This design comes from an exercise in tuning for small area and a short achievable clock period on the open sky130 flow, not from production work.
Where RTL was checked, it was by simulation tests only, not by an equivalence proof against the original.
For run 4, only the layout was checked, not whether the RTL still works.
No activity file was given, so power comes from the tool's default toggle rates.

==> design.v <==
package rbdeq_pkg;
  localparam int unsigned DEPTH = 16;
  localparam int unsigned CNT_W = $clog2(DEPTH + 1);
  localparam int unsigned WORD_W = 32;
  localparam int unsigned RING = DEPTH - 2;
  typedef enum logic [2:0] {
    FUNC_PUSH_FRONT = 3'd0,
    FUNC_PUSH_BACK  = 3'd1,
    FUNC_POP_FRONT  = 3'd2,
    FUNC_POP_BACK   = 3'd3,
    FUNC_NONE       = 3'd4
  } func_e;
  typedef enum logic [1:0] {
    ST_DONE       = 2'd0,
    ST_FULL       = 2'd1,
    ST_EMPTY      = 2'd2
  } status_e;
  typedef struct packed {
    logic [2:0]               func;
    logic signed [WORD_W-1:0] push_value;
  } cmd_t;
  typedef struct packed {
    logic signed [WORD_W-1:0] popped_value;
    logic [1:0]               status;
    logic [4:0]               count_after;
    logic signed [WORD_W-1:0] first_value;
    logic signed [WORD_W-1:0] last_value;
  } res_t;
endpackage
module rbdeq_cell (
  input  logic                                clk_i,
  input  logic                                we_i,
  input  logic signed [rbdeq_pkg::WORD_W-1:0] wdata_i,
  output logic signed [rbdeq_pkg::WORD_W-1:0] data_o
);
  always_ff @(posedge clk_i) begin
    if (we_i) data_o <= wdata_i;
  end
endmodule
module ring_buffer_double_ended_queue (
  input  logic         clk_i,
  input  logic         rst_ni,
  input  logic         start_i,
  input  logic [34:0]  cmd_i_flat,
  output logic         busy_o,
  output logic         done_o,
  output logic [102:0] result_o_flat
);
  localparam int unsigned RING = rbdeq_pkg::RING;
  localparam int unsigned W    = rbdeq_pkg::WORD_W;
  rbdeq_pkg::cmd_t cmd_i;
  rbdeq_pkg::res_t result_o;
  assign cmd_i         = rbdeq_pkg::cmd_t'(cmd_i_flat);
  assign result_o_flat = result_o;
  logic [rbdeq_pkg::CNT_W-1:0] count_q, count_d;
  logic                        empty_q, one_q, two_q, full_q;
  logic                        empty_d, one_d, two_d, full_d;
  logic [RING-1:0]             head_q, head_d, tail_q, tail_d;
  logic [RING-1:0]             head_prev, head_next, tail_prev, tail_next;
  logic signed [W-1:0]         front_q, front_d, back_q, back_d;
  logic signed [W-1:0]         popped_q, popped_d;
  logic [1:0]                  status_q, status_d;
  logic                        done_q;
  logic signed [W-1:0]         ring_data [RING];
  logic signed [W-1:0]         ring_rdata, ring_wdata;
  logic [RING-1:0]             ring_rsel, ring_we;
  logic accept, three, fifteen, ge2, ge3;
  logic req_pf, req_pb, req_qf, req_qb, req_push, req_pop;
  logic push_f, push_b, pop_f, pop_b, push_ring_f, push_ring_b;
  logic f_pv, f_back, f_ring, f_hold;
  logic b_pv, b_front, b_ring, b_hold;
  assign busy_o = 1'b0;
  assign accept = start_i;
  assign ge2     = !empty_q && !one_q;
  assign ge3     = ge2 && !two_q;
  assign three   = (count_q == 5'd3);
  assign fifteen = (count_q == 5'd15);
  assign req_pf   = accept && (cmd_i.func == rbdeq_pkg::FUNC_PUSH_FRONT);
  assign req_pb   = accept && (cmd_i.func == rbdeq_pkg::FUNC_PUSH_BACK);
  assign req_qf   = accept && (cmd_i.func == rbdeq_pkg::FUNC_POP_FRONT);
  assign req_qb   = accept && (cmd_i.func == rbdeq_pkg::FUNC_POP_BACK);
  assign req_push = accept && (cmd_i.func[2:1] == 2'b00);
  assign req_pop  = accept && (cmd_i.func[2:1] == 2'b01);
  assign push_f   = req_pf && !full_q;
  assign push_b   = req_pb && !full_q;
  assign pop_f    = req_qf && !empty_q;
  assign pop_b    = req_qb && !empty_q;
  assign head_prev = {head_q[0], head_q[RING-1:1]};
  assign head_next = {head_q[RING-2:0], head_q[RING-1]};
  assign tail_prev = {tail_q[0], tail_q[RING-1:1]};
  assign tail_next = {tail_q[RING-2:0], tail_q[RING-1]};
  for (genvar i = 0; i < RING; i++) begin : g_ring
    rbdeq_cell u_cell (
      .clk_i  (clk_i),
      .we_i   (ring_we[i]),
      .wdata_i(ring_wdata),
      .data_o (ring_data[i])
    );
  end
  assign ring_rsel = cmd_i.func[0] ? tail_prev : head_q;
  always_comb begin
    ring_rdata = '0;
    for (int i = 0; i < RING; i++) begin
      ring_rdata = ring_rdata | (ring_rsel[i] ? ring_data[i] : '0);
    end
  end
  assign push_ring_f = ge2 && !full_q && req_pf;
  assign push_ring_b = ge2 && !full_q && req_pb;
  assign ring_wdata  = cmd_i.func[0] ? back_q : front_q;
  assign ring_we     = ({RING{push_ring_f}} & head_prev) | ({RING{push_ring_b}} & tail_q);
  always_comb begin
    head_d = head_q;
    tail_d = tail_q;
    if (push_ring_f)         head_d = head_prev;
    if (req_qf && ge3)       head_d = head_next;
    if (push_ring_b)         tail_d = tail_next;
    if (req_qb && ge3)       tail_d = tail_prev;
  end
  assign f_pv    = push_f || (req_pb && empty_q);
  assign f_back  = req_qf && two_q;
  assign f_ring  = req_qf && ge3;
  assign f_hold  = !empty_q && !push_f && !req_qf && !(req_qb && one_q);
  assign b_pv    = push_b || (req_pf && empty_q);
  assign b_front = req_qb && two_q;
  assign b_ring  = req_qb && ge3;
  assign b_hold  = !empty_q && !push_b && !req_qb && !(req_qf && one_q);
  assign front_d = ({W{f_pv}} & cmd_i.push_value) | ({W{f_back}} & back_q) |
                   ({W{f_ring}} & ring_rdata) | ({W{f_hold}} & front_q);
  assign back_d  = ({W{b_pv}} & cmd_i.push_value) | ({W{b_front}} & front_q) |
                   ({W{b_ring}} & ring_rdata) | ({W{b_hold}} & back_q);
  always_comb begin
    count_d  = count_q;
    status_d = rbdeq_pkg::ST_DONE;
    popped_d = '0;
    if (push_f || push_b) count_d = count_q + 1'b1;
    if (pop_f || pop_b)   count_d = count_q - 1'b1;
    if (pop_f) popped_d = front_q;
    if (pop_b) popped_d = back_q;
    if (req_push && full_q)  status_d = rbdeq_pkg::ST_FULL;
    if (req_pop && empty_q)  status_d = rbdeq_pkg::ST_EMPTY;
  end
  assign empty_d = (empty_q && !req_push) || (one_q && req_pop);
  assign one_d   = (empty_q && req_push) || (one_q && !req_push && !req_pop) || (two_q && req_pop);
  assign two_d   = (one_q && req_push) || (two_q && !req_push && !req_pop) || (three && req_pop);
  assign full_d  = (full_q && !req_pop) || (fifteen && req_push);
  always_ff @(posedge clk_i or negedge rst_ni) begin
    if (!rst_ni) begin
      count_q <= '0;
      empty_q <= 1'b1;
      one_q   <= 1'b0;
      two_q   <= 1'b0;
      full_q  <= 1'b0;
      done_q  <= 1'b0;
      head_q  <= RING'(1);
      tail_q  <= RING'(1);
    end else begin
      count_q <= count_d;
      empty_q <= empty_d;
      one_q   <= one_d;
      two_q   <= two_d;
      full_q  <= full_d;
      done_q  <= accept;
      head_q  <= head_d;
      tail_q  <= tail_d;
    end
  end
  always_ff @(posedge clk_i) begin
    front_q  <= front_d;
    back_q   <= back_d;
    popped_q <= popped_d;
    status_q <= status_d;
  end
  assign done_o                = done_q;
  assign result_o.popped_value = popped_q;
  assign result_o.status       = status_q;
  assign result_o.count_after  = 5'(count_q);
  assign result_o.first_value  = front_q;
  assign result_o.last_value   = back_q;
endmodule
==> flow/run.sh <==
#!/bin/bash
# Layout flow: the standard ORFS flow (standard.sh), unchanged except that the
# port buffers are plain sky130 buf_2 cells instead of the delay-cell buffers that
# buffer_ports picks by default.
set -euo pipefail
export BUFFER_PORTS_ARGS="-buffer_cell sky130_fd_sc_hd__buf_2"
bash standard.sh > standard_flow.log 2>&1
==> standard.sh <==
#!/bin/bash
# synth_recipe.tcl (not shown) runs the flow's synth.tcl, then flattens the netlist and writes it again
# the make line also repeats each setting of config.mk as NAME=value (left out here)
make -C /OpenROAD-flow-scripts/flow DESIGN_CONFIG=/design/flow/config.mk WORK_HOME=/design/flow/orfs CLKGATE_MAP_FILE= SYNTH_SCRIPT=/design/flow/synth_recipe.tcl "${@:-finish}"
==> config.mk <==
export PLATFORM = sky130hd
export DESIGN_NAME = ring_buffer_double_ended_queue
export DESIGN_NICKNAME = ring_buffer_double_ended_queue
export VERILOG_FILES = /design/flow/design.v
export SDC_FILE = /design/flow/constraint.sdc
export NUM_CORES = 4
export LEC_CHECK = 0
export CAP_MARGIN = 20
export CORE_MARGIN = 2
export CORE_UTILIZATION = 60
export CTS_BUF_LIST = sky130_fd_sc_hd__clkbuf_16
export CTS_CLUSTER_DIAMETER = 60
export CTS_CLUSTER_SIZE = 25
export SETUP_SLACK_MARGIN = 2.8
export SLEW_MARGIN = 20
==> constraint.sdc <==
create_clock -name core_clock -period 5.0 [get_ports {clk_i}]
set_input_delay 1.0000 -clock core_clock [delete_from_list [all_inputs] [get_ports {clk_i}]]
set_output_delay 1.0000 -clock core_clock [all_outputs]
set_load 0.01 [all_outputs]
==> run summary, run 1 <==
Worst setup path
The critical path data arrival time is between 2 and 3 ns. The endpoint of the most critical register-to-register path is g_ring[7].u_cell.data_o[6]. Data on the critical path is required at its endpoint by about 5.3 ns.

Tracing the worst setup path back leads to its startpoint at cmd_i_flat[33]. Walking the worst path, the cells encountered are buf_12 -> or3b_4 -> or2_4 -> buf_6 -> nor2_4 -> buf_12 -> clkbuf_16. The longest individual stage delay on the worst path is between 0.4 and 0.5 ns. The highest-delay cell along the critical path is sky130_fd_sc_hd__or3b_4.

The worst register-to-register path begins at full_q. The most common cell type on the critical path is sky130_fd_sc_hd__buf_12. Grouping stages by cell kind, the critical path spends the most delay in simple AND/OR/NAND/NOR gates. The maximum fanout along the worst path is 8. The combined buffer and inverter count along the critical path is 4.

For flop-to-flop paths, the worst setup slack is between 2 and 3 ns. The critical path ends at g_ring[7].u_cell.data_o[6]. The worst setup path is captured at a flop. The worst setup path is launched from an input port.

The critical path crosses 7 cells after its start point. The setup path with the least slack is of type in2reg. Measured in cells, the most critical reg-to-reg path has a length of 6.

Floorplanning
Pin placement for this block handled about 140 I/O pins. The floorplan has 70 rows. The overall die height is 195.9 um. The area of the die is around 38000 um^2. In this run the standard cell core region covers 36430 um^2.

From left edge to right edge, the die measures 195.9 um. The initial core utilization is 0.6065.

Placed design
Port buffering added 141 buffers. The congestion estimate from routability-driven global placement came to just under 0.8. Summed over all nets, the half-perimeter wirelength after detailed placement is 31.59 mm. The worst slack at placement is about 1.3 ns.

Timing
The count of endpoints failing setup in the final report is 0. The max-slew violation total from the final report is 0. Measured against its own limit, the worst slew margin works out to 0.4063. Between clock sinks in the finished design, the worst skew comes to approximately 0.033 ns. The final total negative setup slack is 0 ns. The final worst-path cycle share is 0.4516.

Setup repair after global routing could not meet its margin everywhere. The number of hold violations in the final report came to 0. Setup slack closes at about 2.7 ns. At the pin with the least slew margin, the transition time is 0.8906 ns.

The peak clock frequency supported by timing is between 0.4 and 0.5 GHz. The minimum period implied by the final worst setup slack is roughly 2.3 ns.

Route
After detailed routing, the number of remaining DRC violations is 0. The via count normalized by instance count is ~6.8. In this run the remaining antenna-violating nets after routing total 0. Across all layers, the routed design uses 14350 vias. For this block, the routed nets add up to 65.92 mm of wire. The first detailed-routing pass ran for 10 iterations. The starting DRC count in detailed routing is 1848.

The routed wirelength normalized by instance count is around 31 um.

Layout
The post-synthesis to final-layout area growth is 20.20%. The number of nets in the layout is roughly 1700. In the layout the commonest cells are 448 x sky130_fd_sc_hd__edfxtp_1, 164 x sky130_fd_sc_hd__a22oi_1, 137 x sky130_fd_sc_hd__buf_2. Leaving out fill and tap cells, the most frequent cell in the layout is sky130_fd_sc_hd__edfxtp_1. Counting the fill cells in the layout gives between 2000 and 2500. The layout cell share with drive strength beyond 1 is 0.3230.

The antenna cell count is 0.

CTS
Clock tree synthesis inserted a total of 37 buffers. The longest clock path from root to sink contains 3 buffers. Clock-pin slew was measured on the worst setup and hold paths at approximately 0.090 ns. The total clock sinks is a little under 600. The clock tree from TritonCTS is done.

The clock insertion delay at the later pin of the skew report is roughly 0.57 ns. The post-cts hold buffer count is 0. The H-tree was split into 2 levels. The root buffer cell chosen for the clock tree is sky130_fd_sc_hd__clkbuf_16.

Global route
For this run, the total global-route usage over all layers was measured as 0.3422. The via count of the first global-routing pass is around 14000. The global-route wire length before repair is between 90 and 100 mm.

The routing usage on met3 is 0.05862. The global routing stage identified its most utilized layer as met2. The initial antenna violation count came to 0. In the global route stage, met2 resource usage came out at 0.5375. Entering global routing, the biggest net connects 39 pins. The total grt overflow is 0.

The met1 demand-to-capacity share in global routing is 0.4847.

Run
The max-cap violation count is 0.

Power and ir drop
VDD sags by at most between 400 and 500 uV. The static leakage is approximately 9.4 nW. Power comes to just over 10 mW.

In this run the power density over the cells is between 300 and 400 nW/um^2.

Logic synthesis
The commonest register cell after synthesis is sky130_fd_sc_hd__edfxtp_1. The number of cells produced by synthesis is 1409. The area of the mapped netlist is between 20000 and 25000 um^2. The number of enable-type register cells in the synthesized netlist is between 400 and 500. A synthesized cell averages roughly 16 um^2.

The number of nets handed over by synthesis was approximately 1500. In the synthesized netlist the async set-or-reset flop fraction comes to 0.06507. The number of warnings issued by yosys is 3. The synthesized netlist contains 47 unique library cells. The synthesis-stage register bit count is approximately 580.

The sequential area share after synthesis is 0.7408.

Hold path
The worst hold path belongs to the class reg2reg.

Run status
The run finished with no timing, DRC or antenna violations.
-- cell type report --
type	count	area (um^2)	area share
clock inverter	28	295.3	0.01112
tap	468	585.6	0.02205
timing repair buffer	260	2366	0.08908
multi-input combinational	738	5992	0.2256
clock buffer	37	925.9	0.03486
inverter	3	22.52	0.0008479
sequential	584	16370	0.6165
-- per-stage QoR --
stage,util,instances,hold slack (ns),area (um^2)
final,0.7290,2118,0.4779,26560
after global routing,0.7290,2118,0.5199,26560
after CTS,0.7195,2099,0.4827,26220
after detailed placement,0.6526,1961,0.4717,23780
after global placement,0.6525,1961,0.4669,23780
after floorplan,-,1409,0.4591,22920
-- how the worst min path moves through the flow --
stage | startpoint | endpoint | slack [ns] | cells past startpoint
global route | count_q[4] | count_q[4] | 0.52 | 1
CTS | count_q[4] | count_q[4] | 0.48 | 1
floorplan | head_q[0] | head_q[0] | 0.46 | 2
finish | count_q[4] | count_q[4] | 0.48 | 1
global placement | count_q[4] | count_q[4] | 0.47 | 1
detailed placement | count_q[4] | count_q[4] | 0.47 | 1
-- cells by family (layout without fill, tap and decap cells) --
logic type / after synthesis / count (layout) / share of synthesized area
buffers and inverters: 92 / 328 / 0.02639
adder cells (fa/ha/maj): 4 / 4 / 0.002605
other: 1 / 1 / 0.0001697
AO/OA/AOI/OAI: 397 / 397 / 0.1344
flip-flops: 584 / 584 / 0.7408
multiplexers: 63 / 64 / 0.03239
AND/OR/NAND/NOR: 264 / 268 / 0.06172
XOR/XNOR: 4 / 4 / 0.001586
-- power by group --
part           total (mW)  internal [mW]  switching [mW]
sequential           5.89           5.70           0.193
clock                3.23           1.57            1.66
combinational        1.27          0.496           0.769
-- per-layer routing --
layer,vias up,wire length [um]
met1,7319,25910
li1,6094,-
met5,-,0
met2,824,30990
met4,0,2229
met3,111,6785
-- Yosys cell counts (2+ instances only) --
master	instances	area [um^2]
sky130_fd_sc_hd__edfxtp_1	448	13450
sky130_fd_sc_hd__a21boi_2	2	22.52
sky130_fd_sc_hd__o21ai_0	62	310.3
sky130_fd_sc_hd__buf_2	31	155.2
sky130_fd_sc_hd__and3_1	2	12.51
sky130_fd_sc_hd__inv_1	3	11.26
sky130_fd_sc_hd__or3_1	2	12.51
sky130_fd_sc_hd__o21ai_1	6	30.03
sky130_fd_sc_hd__dfrtp_1	35	875.8
sky130_fd_sc_hd__mux2_4	7	105.1
sky130_fd_sc_hd__nand3_1	34	170.2
sky130_fd_sc_hd__nor3_1	4	20.02
sky130_fd_sc_hd__nand4_1	10	62.56
sky130_fd_sc_hd__a21o_1	2	15.01
sky130_fd_sc_hd__nor2_1	35	131.4
sky130_fd_sc_hd__buf_4	6	45.04
sky130_fd_sc_hd__nand2_1	111	416.7
sky130_fd_sc_hd__a21oi_1	5	25.02
sky130_fd_sc_hd__xnor2_1	2	17.52
sky130_fd_sc_hd__a221oi_1	2	17.52
sky130_fd_sc_hd__clkbuf_1	29	108.9
sky130_fd_sc_hd__dfstp_2	3	78.83
sky130_fd_sc_hd__mux2i_1	16	160.2
sky130_fd_sc_hd__xor2_1	2	17.52
sky130_fd_sc_hd__nor2b_1	34	212.7
sky130_fd_sc_hd__nor4_4	2	42.54
sky130_fd_sc_hd__buf_6	22	247.7
sky130_fd_sc_hd__a222oi_1	62	620.6
sky130_fd_sc_hd__ha_1	3	37.54
sky130_fd_sc_hd__or2_1	2	12.51
sky130_fd_sc_hd__nand2b_1	2	12.51
sky130_fd_sc_hd__mux2_2	40	450.4
sky130_fd_sc_hd__dfxtp_1	98	1962
sky130_fd_sc_hd__a22oi_1	252	1892
sky130_fd_sc_hd__nor3_2	21	210.2
-- state kept, by name, summed over array words and instances, names as in the netlist, 2 cells and up --
register	cells
head_q	14
status_q	2
front_q	32
count_q	5
back_q	32
popped_q	32
tail_q	14
g_ring.u_cell.data_o	448
-- repair_timing --
item	CTS	global route
cloned	12	6
setup buffers	61	13
pin swaps	23	11
endpoints found under the setup margin	772	225
gates resized for setup	84	14
==> run 2, diff against run 1 <==
--- a/config.mk
+++ b/config.mk
@@ -5,11 +5,11 @@
 export SDC_FILE = /design/flow/constraint.sdc
 export NUM_CORES = 4
 export LEC_CHECK = 0
-export CAP_MARGIN = 20
+export CAP_MARGIN = 0
 export CORE_MARGIN = 2
 export CORE_UTILIZATION = 60
 export CTS_BUF_LIST = sky130_fd_sc_hd__clkbuf_16
 export CTS_CLUSTER_DIAMETER = 60
 export CTS_CLUSTER_SIZE = 25
-export SETUP_SLACK_MARGIN = 2.8
-export SLEW_MARGIN = 20
+export SETUP_SLACK_MARGIN = 2.9
+export SLEW_MARGIN = 0
==> run 2 against run 1 <==
Effect of this change:
- flip-flop and latch count is the same
- still clean on timing, DRC and antenna
- synthesized cell count unchanged
- clock-buffer cell count unchanged
- critical endpoint is now count_q[4]
- critical path type unchanged
- highest routed layer unchanged
- final cell count grew 2.9%
- largest power group unchanged
- sequential share of layout area shrank 3.4 points
- via count rose by 9.4%
- largest cell class unchanged
- maximum frequency shrank 2.1%
- die area unchanged
==> run summary, run 2 <==
Logic synthesis
The synthesis-stage register bit count is 584 (unchanged). The commonest register cell after synthesis was sky130_fd_sc_hd__edfxtp_1 (unchanged). The number of enable-type register cells in the synthesized netlist is 448 (unchanged). The number of cells produced by synthesis is 1409 (unchanged). Main area contributors after synthesis: sky130_fd_sc_hd__edfxtp_1 61%, sky130_fd_sc_hd__dfxtp_1 8.9%, sky130_fd_sc_hd__a22oi_1 8.6% (unchanged). The proportion of synthesized flip-flops having asynchronous set or reset is 0.06507 (unchanged). The top cell type by total area after synthesis was sky130_fd_sc_hd__edfxtp_1 (unchanged). The number of warnings issued by yosys is 3 (unchanged). The area fraction of the dominant cell type after synthesis is 0.6088 (unchanged). The most repeated cell in the gate-level netlist after synthesis is sky130_fd_sc_hd__edfxtp_1 (unchanged).

The sequential area share after synthesis is 0.7408 (unchanged). The distinct cell type count after synthesis came to 47 (unchanged). The synthesized netlist net count was 1451 (unchanged). The mean instance size in the synthesized netlist is 15.68 um^2 (unchanged). The area of the mapped netlist is 22100 um^2 (unchanged). Most frequent cells after synthesis: 448 x sky130_fd_sc_hd__edfxtp_1, 252 x sky130_fd_sc_hd__a22oi_1, 111 x sky130_fd_sc_hd__nand2_1, 98 x sky130_fd_sc_hd__dfxtp_1 (unchanged).

Timing
The final clock skew is 0.02346 ns (was 0.03325 ns). The worst hold slack after final layout was 0.5135 ns (was 0.4779 ns). The actual slew at the worst max-slew pin is 0.9210 ns (was 0.8906 ns). The final worst-path cycle share came to 0.4611 (was 0.4516).

The peak clock frequency supported by timing came to 0.4337 GHz (was 0.4428 GHz). Setup repair after global routing missed its margin: yes (unchanged). The final total negative setup slack is 0 ns (unchanged). The minimum period implied by the final worst setup slack is 2.306 ns (was 2.258 ns). The number of hold violations in the final report is 0 (unchanged). The worst max-slew margin expressed relative to the limit is 0.3860 (was 0.4063). The final worst slack is 2.694 ns (was 2.742 ns). The count of endpoints failing setup in the final report was 0 (unchanged). The max-slew violation total from the final report is 0 (unchanged).

Layout
The combined area of the multi-input logic cells was 6332 um^2 (was 5992 um^2). The layout cell share with drive strength beyond 1 came to 0.3914 (was 0.3230). The register with the most flip-flops is g_ring.u_cell.data_o (unchanged). The antenna cell count was 0 (unchanged).

The number of nets in the layout came to 1728 (was 1666). The sequential cell area was 16460 um^2 (was 16370 um^2). The flip-flop count of the largest register after layout is 448 (unchanged). The most common cell after layout, fill and taps aside is sky130_fd_sc_hd__edfxtp_1 (unchanged). The fraction of the core area covered by cells at the end of the flow was 0.7753 (was 0.7290). Top library cells by usage in the layout, fill and taps aside: 448 x sky130_fd_sc_hd__edfxtp_1, 163 x sky130_fd_sc_hd__a22oi_1, 133 x sky130_fd_sc_hd__buf_2 (was 448 x sky130_fd_sc_hd__edfxtp_1, 164 x sky130_fd_sc_hd__a22oi_1, 137 x sky130_fd_sc_hd__buf_2). The post-synthesis to final-layout area growth is 27.84% (was 20.20%). The fill cell instance count of the final layout is 2015 (was 2347).

Global route
The overall track demand over capacity in global routing is 0.3688 (was 0.3422). The via count of the first global-routing pass is 14150 (was 13660). The total grt overflow came to 0 (unchanged). The initial antenna violation count came to 2 (was 0). The global-route wire length before repair is 99.93 mm (was 93.52 mm). The maximum number of pins on one net before global-route repair was 39 (unchanged).

Route
The residual DRC count was 0 (unchanged). The total number of vias is 15690 (was 14350). The number of optimization iterations in the first detailed-route pass is 9 (was 10). The routed wirelength normalized by instance count came to 36.08 um (was 31.12 um). The via count normalized by instance count is 7.199 (was 6.774).

The routed wire length is 78.65 mm (was 65.92 mm). The starting DRC count in detailed routing came to 2784 (was 1848). The remaining antenna violation count after routing is 0 (unchanged).

CTS
The worst-case clock buffer depth came to 3 (unchanged). The root buffer cell is sky130_fd_sc_hd__clkbuf_16 (unchanged). The number of clock buffers inserted by TritonCTS is 37 (unchanged).

The clock tree from TritonCTS was done (unchanged). The clock insertion delay at the later pin of the skew report is 0.58 ns (was 0.57 ns). The deepest level of the CTS H-tree is 2 (unchanged). The total clock sinks is 584 (unchanged).

The post-CTS clock slew at the launch and capture registers of the worst setup and hold paths came to 0.08 ns (was 0.09 ns).

Placed design
The half-perimeter wire length of the detailed placement result is 32.52 mm (was 31.59 mm). The last weighted congestion value of the routability-driven placer is 0.7777 (was 0.7709). The count of input and output buffers is 141 (unchanged).

The worst slack at placement was 1.102 ns (was 1.293 ns).

Worst setup path
The critical path data arrival time is 2.76 ns (was 2.54 ns). The type of the worst setup path is in2reg (unchanged). The maximum fanout along the worst path came to 4 (was 8). The required time at the endpoint of the critical path came to 5.45 ns (was 5.29 ns). The kind of end point of the critical path is a flop (unchanged).

The type of origin of the critical path is an input port (unchanged).

Floorplanning
The initial core utilization is 0.6065 (unchanged). The number of primary I/O pins is 143 (unchanged). The floorplan row count was 70 (unchanged). The core area is 36430 um^2 (unchanged).

The area of the die is 38380 um^2 (unchanged). The overall die height was 195.9 um (unchanged). The x dimension of the die was 195.9 um (unchanged).

Run status
Run status: timing/DRC/antenna clean (unchanged).

Power and ir drop
The final total power is 10.64 mW (was 10.39 mW). The largest voltage drop on the vdd net is 394.2 uV (was 473.9 uV). The power density over the cells is 376.5 nW/um^2 (was 391.1 nW/um^2). The static leakage is 10.08 nW (was 9.426 nW).

Run
The max-cap violation count is 0 (unchanged).

Hold path
The worst hold-check path type is reg2reg (unchanged).
run 2: changes by cell type in the layout (fill, tap and decap cells not counted), moves of 4 or more:
cell                        delta
sky130_fd_sc_hd__nor3_4        +4
sky130_fd_sc_hd__buf_2         -4
sky130_fd_sc_hd__mux2_8       +12
sky130_fd_sc_hd__buf_4         +4
sky130_fd_sc_hd__buf_8         +7
sky130_fd_sc_hd__mux2_4        +4
sky130_fd_sc_hd__nor3_2        -4
sky130_fd_sc_hd__buf_16       +10
sky130_fd_sc_hd__dfxtp_1      -65
sky130_fd_sc_hd__buf_12       +18
sky130_fd_sc_hd__mux2_2       -11
sky130_fd_sc_hd__clkbuf_16    +19
sky130_fd_sc_hd__dfxtp_2      +62
run 2: power breakdown:
group | leakage [nW] | internal (mW) | switching (mW) | total (mW)
Clock | 0.595 | 1.52 | 1.72 | 3.24
Sequential | 5.44 | 5.73 | 0.186 | 5.92
Combinational | 4.05 | 0.614 | 0.862 | 1.48
Total | 10.1 | 7.87 | 2.77 | 10.6
run 2: metrics by stage:
step                cell area (um^2)  instances
floorplan                      22980       1409
global placement               23830       1963
detailed placement             23830       1963
CTS                            26820       2124
global route                   28250       2180
finish                         28250       2180
run 2: worst max-delay path, cell delays in order:
cell	delay, ns
sky130_fd_sc_hd__buf_8	0.10
sky130_fd_sc_hd__nand2b_4	0.14
sky130_fd_sc_hd__or3_4	0.42
sky130_fd_sc_hd__inv_8	0.09
sky130_fd_sc_hd__ha_4	0.19
sky130_fd_sc_hd__a21o_1	0.17
sky130_fd_sc_hd__a21oi_2	0.19
sky130_fd_sc_hd__mux2i_1	0.23
sky130_fd_sc_hd__nor2_1	0.08
sky130_fd_sc_hd__xor2_1	0.14
run 2: repair_timing:
| item | CTS | global route |
|---|---|---|
| hold buffers | 0 | 0 |
| resized for setup | 168 | 102 |
| setup endpoints to repair | 842 | 557 |
| buffers inserted | 75 | 21 |
| pin swaps | 22 | 45 |
| gates cloned | 21 | 35 |
run 2: cell families after synthesis:
kind of cell,synth area share
multiplexers,0.03239
AO/OA/AOI/OAI,0.1344
XOR/XNOR,0.001586
flip-flops,0.7408
buffers and inverters,0.02639
other,0.0001697
adder cells (fa/ha/maj),0.002605
AND/OR/NAND/NOR,0.06172
run 2: cell type report:
type                       count  share of cell area
sequential                   584              0.5827
multi-input combinational    743              0.2242
timing repair buffer         317              0.1291
clock buffer                  37             0.03278
tap                          468             0.02073
clock inverter                28            0.009700
inverter                       3           0.0007972
run 2: routing by layer:
metal,global-route usage,up-vias,part of all wire
li1,-,6226,-
met1,0.5224,7858,0.35
met2,0.5867,1320,0.46
met3,0.05535,289,0.13
met4,0.1428,0,0.059
met5,0,-,0
run 2: worst paths after layout:
check	from	to	slack [ns]	cells past startpoint
max	cmd_i_flat[34]	count_q[4]	2.69	10
min	front_q[21]	back_q[21]	0.51	2
max reg2reg	full_q	g_ring[3].u_cell.data_o[17]	2.85	7
min reg2reg	front_q[21]	back_q[21]	0.51	2
max in group asynchronous	rst_ni	count_q[1]	3.79	1
min in group asynchronous	rst_ni	head_q[12]	0.57	1
==> run 3, diff against run 2 <==
--- a/config.mk
+++ b/config.mk
@@ -11,5 +11,5 @@
 export CTS_BUF_LIST = sky130_fd_sc_hd__clkbuf_16
 export CTS_CLUSTER_DIAMETER = 60
 export CTS_CLUSTER_SIZE = 25
-export SETUP_SLACK_MARGIN = 2.9
+export SETUP_SLACK_MARGIN = 2.75
 export SLEW_MARGIN = 0
==> run 3 against run 2 <==
Effect of this change:
- routed wire length is 17% lower
- highest routed layer unchanged
- core utilization is 6.0 points lower
- still clean
- total power is 3.5% lower
- flip-flop and latch count stayed put
- synthesized cell count stayed put
- critical path depth stayed put
- sequential share of layout area is 4.6 points higher
- largest cell class unchanged
- clock-buffer cell count stayed put
==> run summary, run 3 <==
Worst setup path
The kind of end point of the critical path is a flop (unchanged). The type of origin of the critical path was an input port (unchanged). The maximum fanout along the worst path was 4 (unchanged). The required time at the endpoint of the critical path is 5.43 ns (was 5.45 ns).

The type of the worst setup path is in2reg (unchanged). The critical path data arrival time is 2.70 ns (was 2.76 ns).

Logic synthesis
The area of the mapped netlist is 22100 um^2 (unchanged). The number of warnings issued by yosys was 3 (unchanged). The sequential area share after synthesis is 0.7408 (unchanged).

The distinct cell type count after synthesis is 47 (unchanged). The number of enable-type register cells in the synthesized netlist came to 448 (unchanged). The commonest register cell after synthesis is sky130_fd_sc_hd__edfxtp_1 (unchanged). The proportion of synthesized flip-flops having asynchronous set or reset is 0.06507 (unchanged). The area fraction of the dominant cell type after synthesis is 0.6088 (unchanged). The synthesis-stage register bit count is 584 (unchanged). The mean instance size in the synthesized netlist was 15.68 um^2 (unchanged). The synthesized netlist net count came to 1451 (unchanged). Main area contributors after synthesis: sky130_fd_sc_hd__edfxtp_1 61%, sky130_fd_sc_hd__dfxtp_1 8.9%, sky130_fd_sc_hd__a22oi_1 8.6% (unchanged). The most repeated cell in the gate-level netlist after synthesis was sky130_fd_sc_hd__edfxtp_1 (unchanged). The top cell type by total area after synthesis is sky130_fd_sc_hd__edfxtp_1 (unchanged). The number of cells produced by synthesis is 1409 (unchanged). Most frequent cells after synthesis: 448 x sky130_fd_sc_hd__edfxtp_1, 252 x sky130_fd_sc_hd__a22oi_1, 111 x sky130_fd_sc_hd__nand2_1, 98 x sky130_fd_sc_hd__dfxtp_1 (unchanged).

Timing
The worst max-slew margin expressed relative to the limit came to 0.4075 (was 0.3860). The count of endpoints failing setup in the final report is 0 (unchanged). The final total negative setup slack came to 0 ns (unchanged).

The max-slew violation total from the final report came to 0 (unchanged). Setup repair after global routing missed its margin: yes (unchanged). The minimum period implied by the final worst setup slack is 2.268 ns (was 2.306 ns).

The peak clock frequency supported by timing was 0.4409 GHz (was 0.4337 GHz). The number of hold violations in the final report is 0 (unchanged). The final worst-path cycle share was 0.4536 (was 0.4611). The actual slew at the worst max-slew pin was 0.8887 ns (was 0.9210 ns).

The final clock skew is 0.01710 ns (was 0.02346 ns).

Layout
Top library cells by usage in the layout, fill and taps aside: 448 x sky130_fd_sc_hd__edfxtp_1, 164 x sky130_fd_sc_hd__a22oi_1, 137 x sky130_fd_sc_hd__buf_2 (was 448 x sky130_fd_sc_hd__edfxtp_1, 163 x sky130_fd_sc_hd__a22oi_1, 133 x sky130_fd_sc_hd__buf_2). The fraction of the core area covered by cells at the end of the flow is 0.7152 (was 0.7753). The most common cell after layout, fill and taps aside is sky130_fd_sc_hd__edfxtp_1 (unchanged). The post-synthesis to final-layout area growth came to 17.93% (was 27.84%). The register with the most flip-flops is g_ring.u_cell.data_o (unchanged). The number of nets in the layout came to 1636 (was 1728).

The filler-free cell count of the finished design is 2089 (was 2180). The final non-filler cell area came to 26060 um^2 (was 28250 um^2). The flip-flop count of the largest register after layout was 448 (unchanged).

The layout cell share with drive strength beyond 1 is 0.3117 (was 0.3914).

Route
The starting DRC count in detailed routing was 1931 (was 2784). The residual DRC count is 0 (unchanged). The via count normalized by instance count was 6.828 (was 7.199). The remaining antenna violation count after routing is 0 (unchanged). The number of optimization iterations in the first detailed-route pass is 6 (was 9).

The routed wirelength normalized by instance count is 31.20 um (was 36.08 um). The routed wire length was 65.18 mm (was 78.65 mm). The total number of vias is 14260 (was 15690).

CTS
The total clock sinks is 584 (unchanged). The worst-case clock buffer depth is 3 (unchanged). The post-CTS clock slew at the launch and capture registers of the worst setup and hold paths is 0.07 ns (was 0.08 ns). The root buffer cell is sky130_fd_sc_hd__clkbuf_16 (unchanged). The number of clock buffers inserted by TritonCTS is 37 (unchanged). The clock insertion delay at the later pin of the skew report is 0.56 ns (was 0.58 ns). The clock tree from TritonCTS is done (unchanged). The deepest level of the CTS H-tree was 2 (unchanged).

Run status
Run status: timing/DRC/antenna clean (unchanged).

Floorplanning
The number of primary I/O pins came to 143 (unchanged). The initial core utilization was 0.6065 (unchanged). The floorplan row count came to 70 (unchanged). The area of the die is 38380 um^2 (unchanged). The overall die height came to 195.9 um (unchanged). The x dimension of the die is 195.9 um (unchanged). The core area is 36430 um^2 (unchanged).

Placed design
The last weighted congestion value of the routability-driven placer is 0.7598 (was 0.7777). The half-perimeter wire length of the detailed placement result is 30.21 mm (was 32.52 mm). The standard cell area after detailed placement is 23750 um^2 (was 23830 um^2).

The count of input and output buffers is 141 (unchanged). The number of placed instances, taps included came to 1958 (was 1963).

Run
The max-cap violation count was 0 (unchanged).

Power and ir drop
The power density over the cells is 394.0 nW/um^2 (was 376.5 nW/um^2). The final total power is 10.27 mW (was 10.64 mW). The largest voltage drop on the vdd net is 339.4 uV (was 394.2 uV). The static leakage is 9.153 nW (was 10.08 nW).

Global route
The overall track demand over capacity in global routing is 0.3363 (was 0.3688). The global-route wire length before repair is 92.63 mm (was 99.93 mm). The via count of the first global-routing pass came to 13450 (was 14150). The maximum number of pins on one net before global-route repair is 39 (unchanged). The total grt overflow is 0 (unchanged). The initial antenna violation count is 0 (was 2).

Hold path
The worst hold-check path type is reg2reg (unchanged).
==> run 3: changes by cell type in the layout (fill, tap and decap cells not counted), moves of 4 or more <==
cell	before	now
sky130_fd_sc_hd__buf_8	10	4
sky130_fd_sc_hd__buf_4	64	51
sky130_fd_sc_hd__mux2_8	13	7
sky130_fd_sc_hd__mux2_2	13	23
sky130_fd_sc_hd__buf_6	15	5
sky130_fd_sc_hd__dfxtp_1	33	98
sky130_fd_sc_hd__buf_12	51	22
sky130_fd_sc_hd__buf_16	18	4
sky130_fd_sc_hd__mux2_4	27	19
sky130_fd_sc_hd__dfxtp_2	62	0
sky130_fd_sc_hd__inv_6	7	3
sky130_fd_sc_hd__clkbuf_8	0	4
sky130_fd_sc_hd__buf_2	133	137
sky130_fd_sc_hd__clkbuf_16	61	37
==> run 3: worst paths after layout <==
path / start / end / slack (ns) / cells after the start
max reg2reg: empty_q / back_q[19] / 2.81 / 6
min reg2reg: count_q[4] / count_q[4] / 0.49 / 1
max: cmd_i_flat[34] / count_q[4] / 2.73 / 10
min: count_q[4] / count_q[4] / 0.49 / 1
max in group asynchronous: rst_ni / count_q[1] / 3.82 / 1
min in group asynchronous: rst_ni / tail_q[10] / 0.57 / 1
==> run 3: metrics by stage <==
| step | hold WS, ns | setup WS, ns |
|---|---|---|
| after global routing | 0.5418 | 2.666 |
| after global placement | 0.4727 | 1.293 |
| after floorplan | 0.4591 | 2.120 |
| final | 0.4945 | 2.732 |
| after CTS | 0.4906 | 2.648 |
| after detailed placement | 0.4771 | 1.237 |
==> run 3: logic make-up after synthesis <==
logic type | after synthesis | synth area share
other cells | 1 | 0.0001697
buf+inv | 92 | 0.02639
compound gates | 397 | 0.1344
fa+ha+maj | 4 | 0.002605
simple gates | 264 | 0.06172
mux | 63 | 0.03239
xor+xnor | 4 | 0.001586
flops | 584 | 0.7408
==> run 3: report_power, final <==
group	internal, mW	total, mW	switching (mW)
Clock	1.42	3.11	1.69
Sequential	5.69	5.89	0.200
Combinational	0.494	1.26	0.769
==> run 3: routing by layer <==
| metal | share of wire | GRT usage |
|---|---|---|
| met5 | 0 | 0 |
| met3 | 0.10 | 0.06515 |
| met2 | 0.47 | 0.5342 |
| met4 | 0.030 | 0.09540 |
| met1 | 0.40 | 0.4813 |
==> run 3: area by class of cell <==
class | count | area [um^2]
timing repair buffer | 228 | 1823
inverter | 3 | 22.52
antenna | 1 | 2.502
multi-input combinational | 740 | 6093
fill | 2398 | 10380
clock buffer | 37 | 925.9
tap | 468 | 585.6
sequential | 584 | 16370
clock inverter | 28 | 235.2
==> run 3: critical path, cell delays in order <==
cell and delay [ns]:
sky130_fd_sc_hd__buf_8 0.10, sky130_fd_sc_hd__nand2b_4 0.15, sky130_fd_sc_hd__or3_4 0.43, sky130_fd_sc_hd__inv_8 0.08, sky130_fd_sc_hd__ha_4 0.20, sky130_fd_sc_hd__a21o_1 0.18
sky130_fd_sc_hd__a21oi_2 0.14, sky130_fd_sc_hd__mux2i_1 0.19, sky130_fd_sc_hd__nor2_1 0.07, sky130_fd_sc_hd__xor2_1 0.16
==> run 3: timing repair <==
item	CTS	global route
hold buffers	0	0
buffers inserted	36	18
cloned	9	2
pin swaps	15	12
endpoints found under the setup margin	770	323
gates resized for setup	60	27
endpoints found under the hold margin	0	0
==> run 4, diff against run 3 <==
--- a/design.v
+++ b/design.v
@@ -134,8 +134,7 @@
     popped_d = '0;
     if (push_f || push_b) count_d = count_q + 1'b1;
     if (pop_f || pop_b)   count_d = count_q - 1'b1;
-    if (pop_f) popped_d = front_q;
-    if (pop_b) popped_d = back_q;
+    if (pop_f || pop_b) popped_d = ring_wdata;
     if (req_push && full_q)  status_d = rbdeq_pkg::ST_FULL;
     if (req_pop && empty_q)  status_d = rbdeq_pkg::ST_EMPTY;
   end
--- a/config.mk
+++ b/config.mk
@@ -11,5 +11,5 @@
 export CTS_BUF_LIST = sky130_fd_sc_hd__clkbuf_16
 export CTS_CLUSTER_DIAMETER = 60
 export CTS_CLUSTER_SIZE = 25
-export SETUP_SLACK_MARGIN = 2.75
+export SETUP_SLACK_MARGIN = 2.8
 export SLEW_MARGIN = 0
==> run 4 against run 3 <==
Effect of this change:
- largest power group unchanged
- total power rose by 3.0%
- worst hold slack improved by 0.0063 ns
- core utilization rose by 4.5 points
- critical path depth fell by 2
- critical endpoint is now g_ring[4].u_cell.data_o[0]
- routed wire length rose by 15%
- via count rose by 6.8%
- clock-buffer cell count did not move
- critical path type unchanged
- maximum frequency fell by 3.3%
==> run summary, run 4 <==
Run status
Run status: timing/DRC/antenna clean (unchanged).

Global route
The via count of the first global-routing pass is 14340 (was 13450). The total grt overflow is 0 (unchanged). The global-route wire length before repair is 101.8 mm (was 92.63 mm). The initial antenna violation count is 1 (was 0). The overall track demand over capacity in global routing is 0.3758 (was 0.3363).

The maximum number of pins on one net before global-route repair is 39 (unchanged).

Floorplanning
The core area is 36430 um^2 (unchanged). The area of the die is 38290 um^2 (was 38380 um^2). The overall die height is 195.7 um (was 195.9 um). The x dimension of the die came to 195.7 um (was 195.9 um). The floorplan row count was 70 (unchanged). The number of primary I/O pins is 143 (unchanged). The initial core utilization is 0.6051 (was 0.6065).

Worst setup path
Among the stages of the critical path, the cell type that occurs most often is sky130_fd_sc_hd__buf_12. The highest-delay cell along the critical path is sky130_fd_sc_hd__or3b_4 (was sky130_fd_sc_hd__or3_4). The longest individual stage delay on the worst path is 0.42 ns (was 0.43 ns). The type of the worst setup path is in2reg (unchanged).

The type of origin of the critical path is an input port (unchanged). The kind of end point of the critical path is a flop (unchanged). Critical path, cell by cell: buf_12 -> or3b_4 -> or2_4 -> buf_8 -> nor2_4 -> buf_6 -> buf_12 -> buf_12 (was buf_8 -> nand2b_4 -> or3_4 -> inv_8 -> ha_4 -> a21o_1 -> a21oi_2 -> mux2i_1 -> nor2_1 -> xor2_1).

The critical path data arrival time is 2.60 ns (was 2.70 ns). The maximum fanout along the worst path is 6 (was 4). The required time at the endpoint of the critical path is 5.26 ns (was 5.43 ns).

CTS
The post-cts hold buffer count is 0 (unchanged). The clock tree from TritonCTS is done (unchanged). The clock insertion delay at the later pin of the skew report is 0.56 ns (about the same). The total clock sinks was 584 (unchanged).

The worst-case clock buffer depth is 3 (unchanged). The deepest level of the CTS H-tree is 2 (unchanged). The root buffer cell is sky130_fd_sc_hd__clkbuf_16 (unchanged). The number of clock buffers inserted by TritonCTS was 37 (unchanged).

The post-CTS clock slew at the launch and capture registers of the worst setup and hold paths came to 0.08 ns (was 0.07 ns).

Logic synthesis
The mean instance size in the synthesized netlist came to 15.75 um^2 (was 15.68 um^2). The area of the mapped netlist came to 22050 um^2 (was 22100 um^2). The synthesized netlist net count is 1442 (was 1451). The most repeated cell in the gate-level netlist after synthesis is sky130_fd_sc_hd__edfxtp_1 (unchanged). The top cell type by total area after synthesis is sky130_fd_sc_hd__edfxtp_1 (unchanged).

The number of warnings issued by yosys is 3 (unchanged). The area fraction of the dominant cell type after synthesis was 0.6102 (was 0.6088). Main area contributors after synthesis: sky130_fd_sc_hd__edfxtp_1 61%, sky130_fd_sc_hd__dfxtp_1 8.9%, sky130_fd_sc_hd__a22oi_1 8.6% (unchanged). The number of enable-type register cells in the synthesized netlist is 448 (unchanged). The number of cells produced by synthesis is 1400 (was 1409).

The distinct cell type count after synthesis is 46 (was 47). The sequential area share after synthesis came to 0.7425 (was 0.7408). The proportion of synthesized flip-flops having asynchronous set or reset is 0.06507 (unchanged). Most frequent cells after synthesis: 448 x sky130_fd_sc_hd__edfxtp_1, 252 x sky130_fd_sc_hd__a22oi_1, 98 x sky130_fd_sc_hd__dfxtp_1, 98 x sky130_fd_sc_hd__nand2_1, 64 x sky130_fd_sc_hd__a222oi_1 (was 448 x sky130_fd_sc_hd__edfxtp_1, 252 x sky130_fd_sc_hd__a22oi_1, 111 x sky130_fd_sc_hd__nand2_1, 98 x sky130_fd_sc_hd__dfxtp_1). The commonest register cell after synthesis is sky130_fd_sc_hd__edfxtp_1 (unchanged).

The synthesis-stage register bit count is 584 (unchanged).

Timing
Setup repair after global routing missed its margin: yes (unchanged). The final worst-path cycle share is 0.4688 (was 0.4536). The actual slew at the worst max-slew pin is 0.9018 ns (was 0.8887 ns). The minimum period implied by the final worst setup slack is 2.344 ns (was 2.268 ns). The worst max-slew margin expressed relative to the limit came to 0.3974 (was 0.4075). The max-slew violation total from the final report is 0 (unchanged). The final total negative setup slack came to 0 ns (unchanged).

The final clock skew came to 0.03194 ns (was 0.01710 ns). The peak clock frequency supported by timing is 0.4266 GHz (was 0.4409 GHz). The number of hold violations in the final report is 0 (unchanged). The count of endpoints failing setup in the final report is 0 (unchanged).

Route
The starting DRC count in detailed routing came to 2772 (was 1931). The routed wire length came to 74.95 mm (was 65.18 mm). The total number of vias is 15230 (was 14260). The routed wirelength normalized by instance count is 34.94 um (was 31.20 um).

The residual DRC count came to 0 (unchanged). The number of optimization iterations in the first detailed-route pass came to 7 (was 6). The via count normalized by instance count is 7.102 (was 6.828). The remaining antenna violation count after routing was 0 (unchanged).

Run
The max-cap violation count came to 0 (unchanged).

Placed design
The last weighted congestion value of the routability-driven placer was 0.7760 (was 0.7598). The half-perimeter wire length of the detailed placement result is 32.79 mm (was 30.21 mm). The count of input and output buffers is 141 (unchanged).

Layout
The layout cell share with drive strength beyond 1 is 0.3596 (was 0.3117). The flip-flop count of the largest register after layout came to 448 (unchanged). The fraction of the core area covered by cells at the end of the flow came to 0.7606 (was 0.7152). The most common cell after layout, fill and taps aside is sky130_fd_sc_hd__edfxtp_1 (unchanged).

The post-synthesis to final-layout area growth is 25.70% (was 17.93%). The register with the most flip-flops was g_ring.u_cell.data_o (unchanged). Top library cells by usage in the layout, fill and taps aside: 448 x sky130_fd_sc_hd__edfxtp_1, 135 x sky130_fd_sc_hd__buf_2, 128 x sky130_fd_sc_hd__a22oi_1 (was 448 x sky130_fd_sc_hd__edfxtp_1, 164 x sky130_fd_sc_hd__a22oi_1, 137 x sky130_fd_sc_hd__buf_2). The number of nets in the layout is 1690 (was 1636).

Power and ir drop
The clock network power share was 0.311 (was 0.303). The part of the power in registers is 0.558 (was 0.574). The net switching power figure is 2.809 mW (was 2.655 mW).

The power density over the cells is 381.6 nW/um^2 (was 394.0 nW/um^2). The internal power was 7.766 mW (was 7.612 mW). The portion of total power attributed to combinational logic is 0.130 (was 0.123).

The fraction of power spent switching nets is 0.2656 (was 0.2586). The static leakage is 9.768 nW (was 9.153 nW). The largest voltage drop on the vdd net is 342.2 uV (was 339.4 uV).

Hold path
The worst hold-check path type was reg2reg (unchanged).
[run 4: path summary, 6_finish.rpt]
check	startpoint	end	slack, ns	cells after the start
worst max-delay path	cmd_i_flat[33]	g_ring[4].u_cell.data_o[0]	2.66	8
worst min-delay path	count_q[4]	count_q[4]	0.50	1
worst max register to register	full_q	g_ring[4].u_cell.data_o[0]	2.68	7
worst min register to register	count_q[4]	count_q[4]	0.50	1
max in group asynchronous	rst_ni	count_q[2]	3.80	1
min in group asynchronous	rst_ni	head_q[3]	0.58	1
[run 4: per-layer routing]
layer	track usage	wire (um)	part of all wire	vias up
li1	-	-	-	6160
met1	0.5403	27080	0.36	7638
met2	0.5738	33840	0.45	1219
met3	0.07048	10440	0.14	215
met4	0.1574	3572	0.048	2
met5	0	12	0.00016	-
[run 4: critical path, delay by kind of cell]
family                 cells  cell delay (ns)
buffers and inverters      5             0.71
and+or+nand+nor            3             0.88
[run 4: final cells by class]
cell class,instances,area [um^2]
Fill cell,2098,8723
Timing Repair Buffer,285,3058
Multi-Input combinational cell,737,6420
Clock inverter,28,307.8
Clock buffer,37,925.9
Tap cell,468,585.6
Sequential cell,584,16380
Inverter,3,31.28
Antenna cell,3,7.507
[run 4: cells by family after synthesis]
| family | synth area share |
|---|---|
| DFF | 0.7425 |
| AOI/OAI and AO/OA | 0.1341 |
| and+or+nand+nor | 0.05948 |
| buffers and inverters | 0.02639 |
| muxes | 0.03314 |
| adders and majority gates | 0.002611 |
| xor gates and xnor gates | 0.001589 |
| other | 0.0001701 |
[run 4: power groups by stage]
stage	sequential, mW	combinational (mW)	clock, mW
final	5.91	1.38	3.29
after global routing	5.93	1.46	3.45
after CTS	5.89	1.31	3.30
after detailed placement	6.00	1.24	0
after global placement	5.98	1.22	0
after floorplan	6.04	0.677	0
[run 4: per-stage QoR]
stage	setup WS, ns	total power [mW]	cell area [um^2]	hold slack (ns)	instances
2_1_floorplan	2.119	6.718	23150	0.4591	1400
3_3_place_gp	1.188	7.202	23930	0.4762	1944
3_5_place_dp	1.173	7.242	23930	0.4829	1944
4_1_cts	2.669	10.51	27010	0.4955	2109
5_1_grt	2.671	10.84	27700	0.5435	2142
6_report	2.656	10.58	27710	0.5008	2145
[run 4: repair_timing]
action / CTS / global route
cloned: 27 / 17
pin swaps: 27 / 20
buffers inserted: 73 / 16
setup endpoints to repair: 862 / 445
resized for setup: 109 / 37
==> run 5, diff against run 4 <==
--- a/design.v
+++ b/design.v
@@ -134,7 +134,8 @@
     popped_d = '0;
     if (push_f || push_b) count_d = count_q + 1'b1;
     if (pop_f || pop_b)   count_d = count_q - 1'b1;
-    if (pop_f || pop_b) popped_d = ring_wdata;
+    if (pop_f) popped_d = front_q;
+    if (pop_b) popped_d = back_q;
     if (req_push && full_q)  status_d = rbdeq_pkg::ST_FULL;
     if (req_pop && empty_q)  status_d = rbdeq_pkg::ST_EMPTY;
   end
--- a/config.mk
+++ b/config.mk
@@ -7,7 +7,7 @@
 export LEC_CHECK = 0
 export CAP_MARGIN = 0
 export CORE_MARGIN = 2
-export CORE_UTILIZATION = 60
+export CORE_UTILIZATION = 50
 export CTS_BUF_LIST = sky130_fd_sc_hd__clkbuf_16
 export CTS_CLUSTER_DIAMETER = 60
 export CTS_CLUSTER_SIZE = 25
==> run 5 against run 4 <==
Effect of this change:
- clock-buffer cell count increased by 4
- first-iteration DRC count decreased by 16%
- critical path type unchanged
- flip-flop and latch count unchanged
- design area decreased by 2.8%
- combinational power decreased by 5%
- sequential share of layout area increased by 1.7 points
==> run summary, run 5 <==
Logic synthesis
The area fraction of the dominant cell type after synthesis was 0.6088 (was 0.6102). The area of the mapped netlist is 22100 um^2 (was 22050 um^2). Most frequent cells after synthesis: 448 x sky130_fd_sc_hd__edfxtp_1, 252 x sky130_fd_sc_hd__a22oi_1, 111 x sky130_fd_sc_hd__nand2_1, 98 x sky130_fd_sc_hd__dfxtp_1 (was 448 x sky130_fd_sc_hd__edfxtp_1, 252 x sky130_fd_sc_hd__a22oi_1, 98 x sky130_fd_sc_hd__dfxtp_1, 98 x sky130_fd_sc_hd__nand2_1, 64 x sky130_fd_sc_hd__a222oi_1). The number of warnings issued by yosys is 3 (unchanged). The commonest register cell after synthesis is sky130_fd_sc_hd__edfxtp_1 (unchanged).

The most repeated cell in the gate-level netlist after synthesis is sky130_fd_sc_hd__edfxtp_1 (unchanged). The number of enable-type register cells in the synthesized netlist was 448 (unchanged). The synthesized netlist net count was 1451 (was 1442).

The distinct cell type count after synthesis is 47 (was 46). The sequential area share after synthesis is 0.7408 (was 0.7425). The synthesis-stage register bit count is 584 (unchanged).

The number of cells produced by synthesis is 1409 (was 1400). The mean instance size in the synthesized netlist was 15.68 um^2 (was 15.75 um^2). Main area contributors after synthesis: sky130_fd_sc_hd__edfxtp_1 61%, sky130_fd_sc_hd__dfxtp_1 8.9%, sky130_fd_sc_hd__a22oi_1 8.6% (unchanged). The proportion of synthesized flip-flops having asynchronous set or reset came to 0.06507 (unchanged).

The top cell type by total area after synthesis is sky130_fd_sc_hd__edfxtp_1 (unchanged).

Floorplanning
The core area was 43930 um^2 (was 36430 um^2). The overall die height is 214.2 um (was 195.7 um). The floorplan row count is 77 (was 70). The x dimension of the die is 214.2 um (was 195.7 um). The number of primary I/O pins is 143 (unchanged). The initial core utilization came to 0.5030 (was 0.6051).

The area of the die is 45890 um^2 (was 38290 um^2).

Placed design
The count of input and output buffers is 141 (unchanged). The standard cell area after detailed placement was 23980 um^2 (was 23930 um^2). The half-perimeter wire length of the detailed placement result was 32.55 mm (was 32.79 mm). The last weighted congestion value of the routability-driven placer came to 0.7681 (was 0.7760).

Worst setup path
The launching element of the worst setup path is cmd_i_flat[34] (was cmd_i_flat[33]). The depth of the most critical reg-to-reg path was 5 (was 7). The setup slack on the worst flop-to-flop path came to 2.80 ns (was 2.68 ns). The maximum fanout along the worst path is 10 (was 6).

The type of origin of the critical path is an input port (unchanged). The combined buffer and inverter count along the critical path is 3 (was 5). The longest individual stage delay on the worst path is 0.41 ns (was 0.42 ns). The kind of end point of the critical path is a flop (unchanged). The total number of cells along the worst setup path is 6 (was 8).

The highest-delay cell along the critical path is sky130_fd_sc_hd__or3b_4 (unchanged). The type of the worst setup path is in2reg (unchanged). The startpoint of the most critical register-to-register path is full_q (unchanged). The largest delay contributor family on the critical path was simple AND/OR/NAND/NOR gates (unchanged). Critical path, cell by cell: buf_8 -> or3b_4 -> or2_4 -> buf_12 -> nor2_4 -> bufbuf_16 (was buf_12 -> or3b_4 -> or2_4 -> buf_8 -> nor2_4 -> buf_6 -> buf_12 -> buf_12). The end point of the critical path was g_ring[10].u_cell.data_o[7] (was g_ring[4].u_cell.data_o[0]). The critical path data arrival time is 2.53 ns (was 2.60 ns). The required time at the endpoint of the critical path is 5.31 ns (was 5.26 ns). The endpoint of the most critical register-to-register path was g_ring[10].u_cell.data_o[7] (was g_ring[4].u_cell.data_o[0]).

Timing
The final worst-path cycle share is 0.4436 (was 0.4688). The max-slew violation total from the final report was 0 (unchanged). The final clock skew came to 0.02068 ns (was 0.03194 ns).

The worst max-slew margin expressed relative to the limit is 0.4106 (was 0.3974). Setup repair after global routing missed its margin: yes (unchanged). The final total negative setup slack came to 0 ns (unchanged). The peak clock frequency supported by timing came to 0.4508 GHz (was 0.4266 GHz).

The minimum period implied by the final worst setup slack is 2.218 ns (was 2.344 ns). The number of hold violations in the final report is 0 (unchanged). The count of endpoints failing setup in the final report is 0 (unchanged).

The actual slew at the worst max-slew pin is 0.8841 ns (was 0.9018 ns).

Route
The routed wirelength normalized by instance count is 31.50 um (was 34.94 um). The routed wire length is 70.80 mm (was 74.95 mm). The number of optimization iterations in the first detailed-route pass came to 9 (was 7). The starting DRC count in detailed routing is 2319 (was 2772). The remaining antenna violation count after routing is 0 (unchanged). The total number of vias came to 14610 (was 15230). The residual DRC count was 0 (unchanged).

The via count normalized by instance count is 6.500 (was 7.102).

CTS
The worst-case clock buffer depth is 3 (unchanged). The post-cts hold buffer count came to 0 (unchanged). The post-CTS clock slew at the launch and capture registers of the worst setup and hold paths was 0.08 ns (about the same).

The number of clock buffers inserted by TritonCTS is 39 (was 37). The root buffer cell is sky130_fd_sc_hd__clkbuf_16 (unchanged). The clock insertion delay at the later pin of the skew report is 0.60 ns (was 0.56 ns). The clock tree from TritonCTS is done (unchanged). The total clock sinks is 584 (unchanged).

The deepest level of the CTS H-tree is 2 (unchanged).

Power and ir drop
The static leakage came to 9.503 nW (was 9.768 nW). The power density over the cells came to 396.3 nW/um^2 (was 381.6 nW/um^2). The largest voltage drop on the vdd net is 269.3 uV (was 342.2 uV).

Layout
Top library cells by usage in the layout, fill and taps aside: 448 x sky130_fd_sc_hd__edfxtp_1, 165 x sky130_fd_sc_hd__a22oi_1, 137 x sky130_fd_sc_hd__buf_2 (was 448 x sky130_fd_sc_hd__edfxtp_1, 135 x sky130_fd_sc_hd__buf_2, 128 x sky130_fd_sc_hd__a22oi_1). The register with the most flip-flops is g_ring.u_cell.data_o (unchanged). The antenna cell count is 0 (was 3). The post-synthesis to final-layout area growth came to 21.85% (was 25.70%). The final non-filler cell area is 26930 um^2 (was 27710 um^2).

The most common cell after layout, fill and taps aside is sky130_fd_sc_hd__edfxtp_1 (unchanged). The layout cell share with drive strength beyond 1 is 0.3297 (was 0.3596). The number of nets in the layout is 1668 (was 1690). The fraction of the core area covered by cells at the end of the flow is 0.6129 (was 0.7606).

The flip-flop count of the largest register after layout is 448 (unchanged).

Global route
The maximum number of pins on one net before global-route repair is 39 (unchanged). The initial antenna violation count is 0 (was 1). The overall track demand over capacity in global routing was 0.2866 (was 0.3758).

The via count of the first global-routing pass was 13600 (was 14340). The total grt overflow came to 0 (unchanged). The global-route wire length before repair came to 95.20 mm (was 101.8 mm).

Run status
Run status: timing/DRC/antenna clean (unchanged).

Run
The max-cap violation count is 0 (unchanged).

Hold path
The worst hold-check path type is reg2reg (unchanged).
run 5: cell types whose count changed after synthesis, moves of 5 or more:
| cell | change |
|---|---|
| sky130_fd_sc_hd__nand2_1 | +13 |
| sky130_fd_sc_hd__buf_6 | +6 |
| sky130_fd_sc_hd__nand4_1 | -5 |
| sky130_fd_sc_hd__clkbuf_1 | +6 |
| sky130_fd_sc_hd__buf_4 | -6 |
| sky130_fd_sc_hd__buf_2 | -5 |
run 5: worst register-to-register path, stage by stage, from the launching register on:
cell and delay (ns):
sky130_fd_sc_hd__dfrtp_2 0.46, sky130_fd_sc_hd__or3_4 0.42, sky130_fd_sc_hd__or2_4 0.30, sky130_fd_sc_hd__buf_12 0.16, sky130_fd_sc_hd__nor2_4 0.23, sky130_fd_sc_hd__bufbuf_16 0.35
run 5: kinds of logic (layout without fill, tap and decap cells):
family	count (synthesis)	count (layout)	share of synthesized area
and+or+nand+nor	264	267	0.06172
muxes	63	72	0.03239
adders and majority gates	4	4	0.002605
DFF	584	584	0.7408
AOI/OAI and AO/OA	397	397	0.1344
xor gates and xnor gates	4	4	0.001586
buffers and inverters	92	327	0.02639
other	1	1	0.0001697
run 5: timing repair:
item / 4_1_cts / 5_1_grt
setup endpoints to repair: 820 / 269
gates resized for setup: 77 / 27
pin swaps: 18 / 7
buffers inserted: 46 / 24
gates cloned: 10 / 12
run 5: layout make-up:
type                            instances  area (um^2)
Clock buffer                           41         1026
Clock inverter                         30        329.1
Fill cell                            3343        17010
Inverter                                3        22.52
Multi-Input combinational cell        745         6221
Sequential cell                       584        16380
Tap cell                              592        740.7
Timing Repair Buffer                  253         2208
run 5: how the worst min path moves through the flow:
| stage | end | from | slack, ns | cells after the start |
|---|---|---|---|---|
| 2_1_floorplan | head_q[0] | head_q[0] | 0.46 | 2 |
| 3_3_place_gp | count_q[4] | count_q[4] | 0.47 | 1 |
| 3_5_place_dp | count_q[4] | count_q[4] | 0.48 | 1 |
| 4_1_cts | count_q[4] | count_q[4] | 0.50 | 1 |
| 5_1_grt | count_q[4] | count_q[4] | 0.52 | 1 |
| 6_report | count_q[4] | count_q[4] | 0.49 | 1 |
run 5: per-layer routing:
| metal | part of all wire | up-vias | global-route usage |
|---|---|---|---|
| met5 | 0 | - | 0 |
| met4 | 0.035 | 0 | 0.1042 |
| met3 | 0.11 | 124 | 0.05291 |
| met2 | 0.46 | 895 | 0.4562 |
| met1 | 0.39 | 7492 | 0.3976 |
| li1 | - | 6101 | - |
run 5: power breakdown:
part	total (mW)	internal (mW)	switching (mW)	leakage (nW)
Sequential	5.88	5.70	0.182	5.41
Combinational	1.31	0.520	0.794	3.42
Clock	3.48	1.61	1.86	0.671
Total	10.7	7.83	2.84	9.50
run 5: through the flow:
step / std cells / hold WS [ns] / setup slack (ns) / total power [mW]
detailed placement: 2085 / 0.4833 / 1.282 / 7.172
CTS: 2212 / 0.4987 / 2.701 / 10.66
global route: 2248 / 0.5160 / 2.777 / 11.00
finish: 2248 / 0.4934 / 2.782 / 10.67
floorplan: 1409 / 0.4591 / 2.120 / 6.703
global placement: 2085 / 0.4713 / 1.304 / 7.128
==> run 6, diff against run 5 <==
--- a/config.mk
+++ b/config.mk
@@ -7,7 +7,7 @@
 export LEC_CHECK = 0
 export CAP_MARGIN = 0
 export CORE_MARGIN = 2
-export CORE_UTILIZATION = 50
+export CORE_UTILIZATION = 60
 export CTS_BUF_LIST = sky130_fd_sc_hd__clkbuf_16
 export CTS_CLUSTER_DIAMETER = 60
 export CTS_CLUSTER_SIZE = 25
==> run 6 against run 5 <==
Effect of this change:
- via count is 2.4% lower
- routed wire length is 8.7% lower
- register-to-register slack better by 0.02 ns
- largest cell class unchanged
- synthesized cell count stayed put
==> run summary, run 6 <==
Logic synthesis
The area fraction of the dominant cell type after synthesis came to 0.6088 (unchanged). The mean instance size in the synthesized netlist was 15.68 um^2 (unchanged). The synthesis-stage register bit count is 584 (unchanged).

The top cell type by total area after synthesis is sky130_fd_sc_hd__edfxtp_1 (unchanged). The synthesized netlist net count is 1451 (unchanged). The commonest register cell after synthesis is sky130_fd_sc_hd__edfxtp_1 (unchanged).

The area of the mapped netlist is 22100 um^2 (unchanged). The sequential area share after synthesis is 0.7408 (unchanged). The number of warnings issued by yosys was 3 (unchanged).

The most repeated cell in the gate-level netlist after synthesis was sky130_fd_sc_hd__edfxtp_1 (unchanged). Main area contributors after synthesis: sky130_fd_sc_hd__edfxtp_1 61%, sky130_fd_sc_hd__dfxtp_1 8.9%, sky130_fd_sc_hd__a22oi_1 8.6% (unchanged). The proportion of synthesized flip-flops having asynchronous set or reset is 0.06507 (unchanged). The number of enable-type register cells in the synthesized netlist was 448 (unchanged).

Floorplanning
The initial core utilization is 0.6065 (was 0.5030). The number of primary I/O pins is 143 (unchanged). The x dimension of the die is 195.9 um (was 214.2 um). The overall die height is 195.9 um (was 214.2 um). The area of the die is 38380 um^2 (was 45890 um^2).

Timing
Setup repair after global routing missed its margin: yes (unchanged). The worst max-slew margin expressed relative to the limit is 0.4149 (was 0.4106). The final worst slack was 2.773 ns (was 2.782 ns). The final total negative setup slack is 0 ns (unchanged). The count of endpoints failing setup in the final report is 0 (unchanged). The minimum period implied by the final worst setup slack is 2.227 ns (was 2.218 ns). The final clock skew was 0.02417 ns (was 0.02068 ns). The actual slew at the worst max-slew pin is 0.8777 ns (was 0.8841 ns).

The number of hold violations in the final report is 0 (unchanged). The peak clock frequency supported by timing is 0.4490 GHz (was 0.4508 GHz).

Layout
The most common cell after layout, fill and taps aside is sky130_fd_sc_hd__edfxtp_1 (unchanged). The post-synthesis to final-layout area growth is 19.17% (was 21.85%). The sequential cell area is 16370 um^2 (was 16380 um^2). The combined area of the multi-input logic cells is 6028 um^2 (was 6221 um^2). The number of nets in the layout is 1656 (was 1668). The flip-flop count of the largest register after layout was 448 (unchanged). The register with the most flip-flops is g_ring.u_cell.data_o (unchanged). The layout cell share with drive strength beyond 1 is 0.3171 (was 0.3297). The fill cell instance count of the final layout is 2371 (was 3343).

Route
The number of optimization iterations in the first detailed-route pass is 7 (was 9). The post-route met1 wirelength was 25.34 mm (was 27.70 mm). The total number of vias is 14260 (was 14610). The remaining antenna violation count after routing is 0 (unchanged).

Worst setup path
The startpoint of the most critical register-to-register path is full_q (unchanged). The kind of end point of the critical path was a flop (unchanged). The required time at the endpoint of the critical path is 5.44 ns (was 5.31 ns). The critical path data arrival time is 2.67 ns (was 2.53 ns). The setup slack on the worst flop-to-flop path was 2.82 ns (was 2.80 ns).

The depth of the most critical reg-to-reg path is 6 (was 5).

Global route
The global-route wire length before repair is 92.24 mm (was 95.20 mm). The initial antenna violation count came to 0 (unchanged). The maximum number of pins on one net before global-route repair is 39 (unchanged). The via count of the first global-routing pass is 13400 (was 13600). The total grt overflow came to 0 (unchanged). The overall track demand over capacity in global routing was 0.3389 (was 0.2866).

CTS
The number of clock buffers inserted by TritonCTS is 37 (was 39). The worst-case clock buffer depth is 3 (unchanged). The deepest level of the CTS H-tree is 2 (unchanged).

Power and ir drop
The net switching power figure is 2.620 mW (was 2.839 mW). The portion of total power attributed to combinational logic is 0.121 (was 0.123). The largest voltage drop on the vdd net is 376.1 uV (was 269.3 uV).

The part of the power in registers is 0.562 (was 0.551). The static leakage is 9.324 nW (was 9.503 nW). The clock network power share was 0.316 (was 0.326).

The fraction of power spent switching nets came to 0.2502 (was 0.2660).

Placed design
The number of placed instances, taps included was 1961 (was 2085). The half-perimeter wire length of the detailed placement result is 31.67 mm (was 32.55 mm). The count of input and output buffers came to 141 (unchanged).

The worst slack at placement is 1.294 ns (was 1.282 ns).

Hold path
The worst hold-check path type is reg2reg (unchanged). The end point of the most critical hold path is count_q[4] (unchanged). The beginning of the worst hold path is count_q[4] (unchanged).

Run status
Run status: timing/DRC/antenna clean (unchanged).
run 6: cells by family after synthesis:
family                   after synthesis  share of synthesized area
XOR/XNOR                               4                   0.001586
flip-flops                           584                     0.7408
other                                  1                  0.0001697
AND/OR/NAND/NOR                      264                    0.06172
AO/OA/AOI/OAI                        397                     0.1344
multiplexers                          63                    0.03239
adder cells (fa/ha/maj)                4                   0.002605
buffers and inverters                 92                    0.02639
run 6: final cells by class:
cell class,instances,area share
well taps,468,0.02224
flip-flops and latches,584,0.6218
clock inverters,28,0.01226
multi-input cells,738,0.2289
repair buffers,250,0.07878
inverters,3,0.0008553
clock buffers,37,0.03516
run 6: routing by layer:
metal / global-route usage / vias up
met5: 0 / -
met4: 0.1361 / 0
met3: 0.05742 / 125
met2: 0.5295 / 817
met1: 0.4818 / 7255
li1: - / 6066
run 6: worst max-delay path, stage by stage:
cell and delay, ns:
sky130_fd_sc_hd__buf_6 0.10, sky130_fd_sc_hd__nand2b_4 0.16, sky130_fd_sc_hd__or3_4 0.38, sky130_fd_sc_hd__inv_8 0.09, sky130_fd_sc_hd__ha_4 0.20, sky130_fd_sc_hd__a21o_1 0.18, sky130_fd_sc_hd__a21oi_2 0.15, sky130_fd_sc_hd__mux2i_1 0.19
sky130_fd_sc_hd__nor2_1 0.06, sky130_fd_sc_hd__xor2_1 0.13
run 6: power groups by stage:
stage,registers (mW),logic (mW),clock network [mW]
5_1_grt,5.92,1.37,3.50
2_1_floorplan,6.04,0.660,0
3_3_place_gp,5.98,1.15,0
3_5_place_dp,5.99,1.18,0
6_report,5.89,1.27,3.31
4_1_cts,5.88,1.24,3.33
run 6: what timing repair did:
item | CTS | global route
gates cloned | 9 | 1
gates resized for setup | 73 | 11
pin swaps | 23 | 6
endpoints found under the hold margin | 0 | 0
setup buffers | 59 | 13
setup endpoints to repair | 772 | 297
run 6: through the flow:
stage | utilization | instance area (um^2)
after detailed placement | 0.6525 | 23780
after global placement | 0.6525 | 23780
after global routing | 0.7227 | 26330
after floorplan | - | 22920
after CTS | 0.7165 | 26110
final | 0.7227 | 26330
run 6: worst max path at each step:
stage | endpoint | slack [ns] | cells after the start
finish | count_q[4] | 2.77 | 10
global route | count_q[4] | 2.71 | 10
CTS | count_q[4] | 2.76 | 10
detailed placement | g_ring[13].u_cell.data_o[5] | 1.29 | 5
global placement | g_ring[2].u_cell.data_o[27] | 1.32 | 5
floorplan | g_ring[12].u_cell.data_o[0] | 2.12 | 8

Re-timed with assumed drivers on the ports (clkbuf_16 on the clock, buf_2 on other inputs), run 6 has 2.720 ns of setup slack against 2.773 ns with ideal ports, and 2.102 ns once port delays also move by the mid clock arrival of 0.617 ns.
